From an optimization exercise on the open Yosys and OpenROAD flow, aimed at small area, a short achievable clock period and few clock cycles per item; shortcuts taken in it are not production practice. The RTL was checked by simulation tests, not by an equivalence proof against the original design.

[flow/run.sh]
#!/bin/bash
# synth_recipe.tcl (not shown) runs the flow's synth.tcl, then flattens the netlist and writes it again
# the make line also repeats each setting of config.mk as NAME=value (left out here)
make -C /OpenROAD-flow-scripts/flow DESIGN_CONFIG=/design/flow/config.mk WORK_HOME=/design/flow/orfs CLKGATE_MAP_FILE= SYNTH_SCRIPT=/design/flow/synth_recipe.tcl finish
[flow/config.mk]
export PLATFORM = sky130hd
export DESIGN_NAME = muldiv_unit
export DESIGN_NICKNAME = muldiv_unit
export VERILOG_FILES = /design/flow/design.v
export SDC_FILE = /design/flow/constraint.sdc
export NUM_CORES = 4
export LEC_CHECK = 0
export CAP_MARGIN = 20
export CORE_MARGIN = 2
export CORE_UTILIZATION = 40
export SLEW_MARGIN = 20
[flow/constraint.sdc]
create_clock -name core_clock -period 150.0 [get_ports {clk}]
set_input_delay 30.0000 -clock core_clock [delete_from_list [all_inputs] [get_ports {clk}]]
set_output_delay 30.0000 -clock core_clock [all_outputs]
set_load 0.01 [all_outputs]
[flow/design.v]
module muldiv_unit #(
    parameter int MUL_CYCLES = 5,
    parameter int DIV_CYCLES = 10
) (
    input  logic        clk,
    input  logic        rst,
    input  logic        start,
    input  logic [2:0]  op,
    input  logic [31:0] a,
    input  logic [31:0] b,
    output logic        busy,
    output logic [31:0] hi,
    output logic [31:0] lo
);
    localparam logic [2:0] OP_MULT  = 3'd0;
    localparam logic [2:0] OP_MULTU = 3'd1;
    localparam logic [2:0] OP_DIV   = 3'd2;
    localparam logic [2:0] OP_DIVU  = 3'd3;
    localparam logic [2:0] OP_MTHI  = 3'd4;
    localparam logic [2:0] OP_MTLO  = 3'd5;
    typedef enum logic {IDLE, RUN} state_t;
    state_t      state, state_nx;
    logic [4:0]  cnt, cnt_nx;
    logic [2:0]  op_r;
    logic [31:0] a_r, b_r;
    logic        is_mul, is_div, is_mac, launch, commit;
    logic        div_r, mul_sgn, a_neg, b_neg;
    logic [31:0] mag_a, mag_b, q_u, r_u, quo, rem;
    logic [63:0] prod, res;
    assign is_mul = (op == OP_MULT) || (op == OP_MULTU);
    assign is_div = (op == OP_DIV) || (op == OP_DIVU);
    assign is_mac = 1'b0;
    assign launch = (state == IDLE) && start && (is_mul || is_div || is_mac);
    assign commit = (state == RUN) && (cnt == 5'd1);
    assign busy   = (state == RUN);
    always_comb begin
        state_nx = state;
        cnt_nx   = cnt;
        if (launch) begin
            state_nx = RUN;
            cnt_nx   = is_div ? DIV_CYCLES[4:0] : MUL_CYCLES[4:0];
        end else if (state == RUN) begin
            state_nx = commit ? IDLE : RUN;
            cnt_nx   = commit ? 5'd0 : cnt - 5'd1;
        end
    end
    assign mul_sgn = ~op_r[0];
    assign prod    = {{32{mul_sgn & a_r[31]}}, a_r} * {{32{mul_sgn & b_r[31]}}, b_r};
    assign div_r = (op_r == OP_DIV) || (op_r == OP_DIVU);
    assign a_neg = (op_r == OP_DIV) & a_r[31];
    assign b_neg = (op_r == OP_DIV) & b_r[31];
    assign mag_a = a_neg ? -a_r : a_r;
    assign mag_b = b_neg ? -b_r : b_r;
    assign q_u   = (mag_b == 32'd0) ? 32'd0 : mag_a / mag_b;
    assign r_u   = (mag_b == 32'd0) ? 32'd0 : mag_a % mag_b;
    assign quo   = (a_neg ^ b_neg) ? -q_u : q_u;
    assign rem   = a_neg ? -r_u : r_u;
    always_comb begin
        res = div_r ? ((b_r == 32'd0) ? {hi, lo} : {rem, quo}) : prod;
    end
    always_ff @(posedge clk or negedge rst) begin
        if (!rst) begin
            state <= IDLE;
            cnt   <= 5'd0;
            op_r  <= 3'd0;
            a_r   <= 32'd0;
            b_r   <= 32'd0;
            hi    <= 32'd0;
            lo    <= 32'd0;
        end else begin
            state <= state_nx;
            cnt   <= cnt_nx;
            if (launch) begin
                op_r <= op;
                a_r  <= a;
                b_r  <= b;
            end
            if (commit) begin
                {hi, lo} <= res;
            end else if ((state == IDLE) && start) begin
                if (op == OP_MTHI) hi <= a;
                if (op == OP_MTLO) lo <= a;
            end
        end
    end
endmodule
==> impl_metrics.yaml <==
outcome:
  outcome: "timing/DRC/antenna clean"
final_layout:
  layout_common_cells: "nand2_1 (1,657), inv_1 (1,288), fa_1 (1,126)"
  drive_above_1_share_pct: 5.09
  layout_commonest_cell: "nand2_1"
  fin_nets: 12044
  finalNonFillerCells: 12755
  area_growth_pct: 6.91
  fin_util_pct: 43.1
  fill_cells: 19996
worst_setup_path:
  r2r-start: "b_r[0]"
  startpoint_type: "flop"
  crit_top_cell: "ha_1"
  worst-path-buf-inv: 21
  path_class: "reg2reg"
  max_stage_delay_ns: 1.09
  worst_ep_arrival_time_ns: 102.13
  reg2reg_to: "hi[18]"
  cp_top_family: "compound AO/OA/AOI/OAI gates"
  r2r_cells: 318
  cp_slowest_cell: "o31ai_1"
  r2r_slack_ns: 48.23
  critPathCaptureType: "flop"
  required_ns: 150.35
  crit_fanout: 39
  cp-startpoint: "b_r[0]"
min_path:
  min_from: "a_r[8]"
  holdPathStages: 2
  min_path_type: "reg2reg"
  hold-path-endpoint: "a_r[8]"
yosys:
  synth_cell_types: 109
  syn-num-nets: 12171
  synth_cells: 10227
  synth.cell_area_um2: 78800
  synth_top_area_share_pct: 28.6
  synth_top_area_cell: "fa_1"
  ys_warn_count: 1
  synthArstFlopShare_pct: 100
  synth-main-ff-cell: "dfrtp_1"
  synth_area_leaders: "fa_1 (29%), ha_1 (12%), nand2_1 (7.9%), inv_1 (6.1%), dfrtp_1 (4.4%)"
  avgSynthCellArea_um2: 7.70
  ys_ff_latch: 137
  synth_edf_count: 0
  yosysSeqAreaShare_pct: 4.35
grt:
  grt_antenna_before_repair: 36
  grt_pass1_wl_um: 542000
  grt_pass1_vias: 78439
  overflow: 0
  grt_max_degree: 76
  use_met2_pct: 56.7
  use_met3_pct: 7.17
  gr-max-usage-layer: "met2"
  track_usage_pct: 36.9
  use_met1_pct: 47.0
placement:
  port_buffers: 134
  gp_congestion: 1.07
  placedCellCount: 12703
  dp_hpwl_um: 295000
sta:
  finalSetupViolCount: 0
  tightest_slew_ns: 1.37
  period_share_pct: 67.9
  tns_ns: 0
  whs_ns: 0.475
  finalCriticalPeriod_ns: 101.78
  finalClockSkew_ns: 0.0241
  slew_viol_final: 0
  slew_headroom_pct: 7.64
  hold_violations: 0
  max_freq_mhz: 9.83
  rsz0062_at_grt: "no"
floorplanning:
  die-area_um2: 200000
  coreArea_um2: 195000
  die_h_um: 448
  start_util_pct: 40.3
  core.rowCount: 162
  io-pin-count: 135
  die_w_um: 448
clocking:
  cts.sinks: 137
  clockBufferDepth: 2
  htree_levels: 4
  postCtsHoldBufs: 0
  cts_made_buffers: 17
  cts_tree: "yes"
  clkLatencyLatePin_ns: 0.52
  clock-root-buffer: "clkbuf_16"
  ctsResizeCount: 0
  path_clk_slew_ns: 0.07
  post-cts-setup-buffers: 0
drt:
  vias_per_cell: 6.13
  dr.pass1.iters: 19
  drt-wirelength-per-cell_um: 29.0
  route.detailed.drc: 0
  ant_nets: 0
  drtIter0Drc: 8089
  via_count: 78214
  wl_um: 370000
job:
  drv_cap: 0
## area by class of cell
class	count	area [µm²]	share of cell area, %
antenna	18	45.0	0.0535
clock inverter	12	143	0.169
timing repair buffer	353	3000	3.56
clock buffer	20	457	0.542
tap	2624	3280	3.90
inverter	1291	4850	5.75
sequential	137	3450	4.10
multi-input combinational	8300	69000	81.9
## worst reg2reg max path: cells and delay by family, from the launching register on
family          cells  cell delay (ns)
compound gates    160            49.91
xor+xnor            2             0.39
fa+ha+maj          32            11.58
buf+inv            21             6.24
flops               1             0.36
mux                 4             1.28
simple gates       99            31.91
## state kept, by name, indices dropped and copies added (netlist names)
register	flops
op_r	3
b_r	32
a_r	32
state	1
cnt	5
hi	32
lo	32
## cells by family after synthesis
| group | synth area share [%] |
|---|---|
| AND/OR/NAND/NOR | 21.3 |
| flip-flops | 4.35 |
| XOR/XNOR | 6.05 |
| adder cells (fa/ha/maj) | 40.5 |
| buffers and inverters | 8.62 |
| AO/OA/AOI/OAI | 18.2 |
| multiplexers | 1.03 |
## worst max-delay path by stage
stage,cells past startpoint,endpoint,slack (ns)
detailed placement,314,hi[18],52.41
floorplan,332,hi[30],70.51
CTS,314,hi[18],51.99
global route,321,hi[18],44.05
finish,318,hi[18],48.23
global placement,310,hi[29],52.50
## routing by layer
| metal | vias up | part of all wire [%] |
|---|---|---|
| li1 | 33883 | - |
| met1 | 39111 | 40 |
| met2 | 4139 | 43 |
| met3 | 1063 | 8.7 |
| met4 | 18 | 8.2 |
| met5 | - | 0.035 |
## Yosys cell counts (79+ instances only)
master    count
a211oi_1    117
o21ai_0     406
inv_1      1290
nand3_1     187
xor2_1      207
o211ai_1     79
a21oi_1     567
and2_1      321
clkbuf_1    381
buf_1        81
ha_1        748
o21a_1      136
nor3_1      184
nand2_1    1658
nand2b_1     92
nand4_1      87
dfrtp_1     137
xnor2_1     337
a31oi_1     110
fa_1       1126
a21o_1      173
nor2_1      707
## stage by stage
stage	setup slack (ns)	area [µm²]
6_report	48.23	84200
2_1_floorplan	70.51	78800
5_1_grt	44.05	84200
3_5_place_dp	52.41	83500
3_3_place_gp	52.50	83500
4_1_cts	51.99	84100
Testbench counts, summed over its fixed seeds: cycles 87,203, ops 12,000.

==> what the ideal ports hide <==
The flow's constraints put no driver on any port. The routed layout listed below was extracted and timed again, unchanged, in two steps.
Step 1, drivers: a clkbuf_16 drives clk and a buf_2 each remaining input, both assumed.
Step 2 also shifts input and output timing later by t, the mid clock arrival at the registers, as if the neighbouring blocks saw the same clock.
Three values: ideal, step 1, step 2; two values: the first two.
t (ns): 0.586
setup slack, ns: 48.225 / 48.225 / 48.225
clock arrival spread, ns: 0.024 / 0.024
After both steps this run still meets setup and hold. For this run, drivers alone change the setup slack by 0.000 ns; drivers and shift together by 0.000 ns.
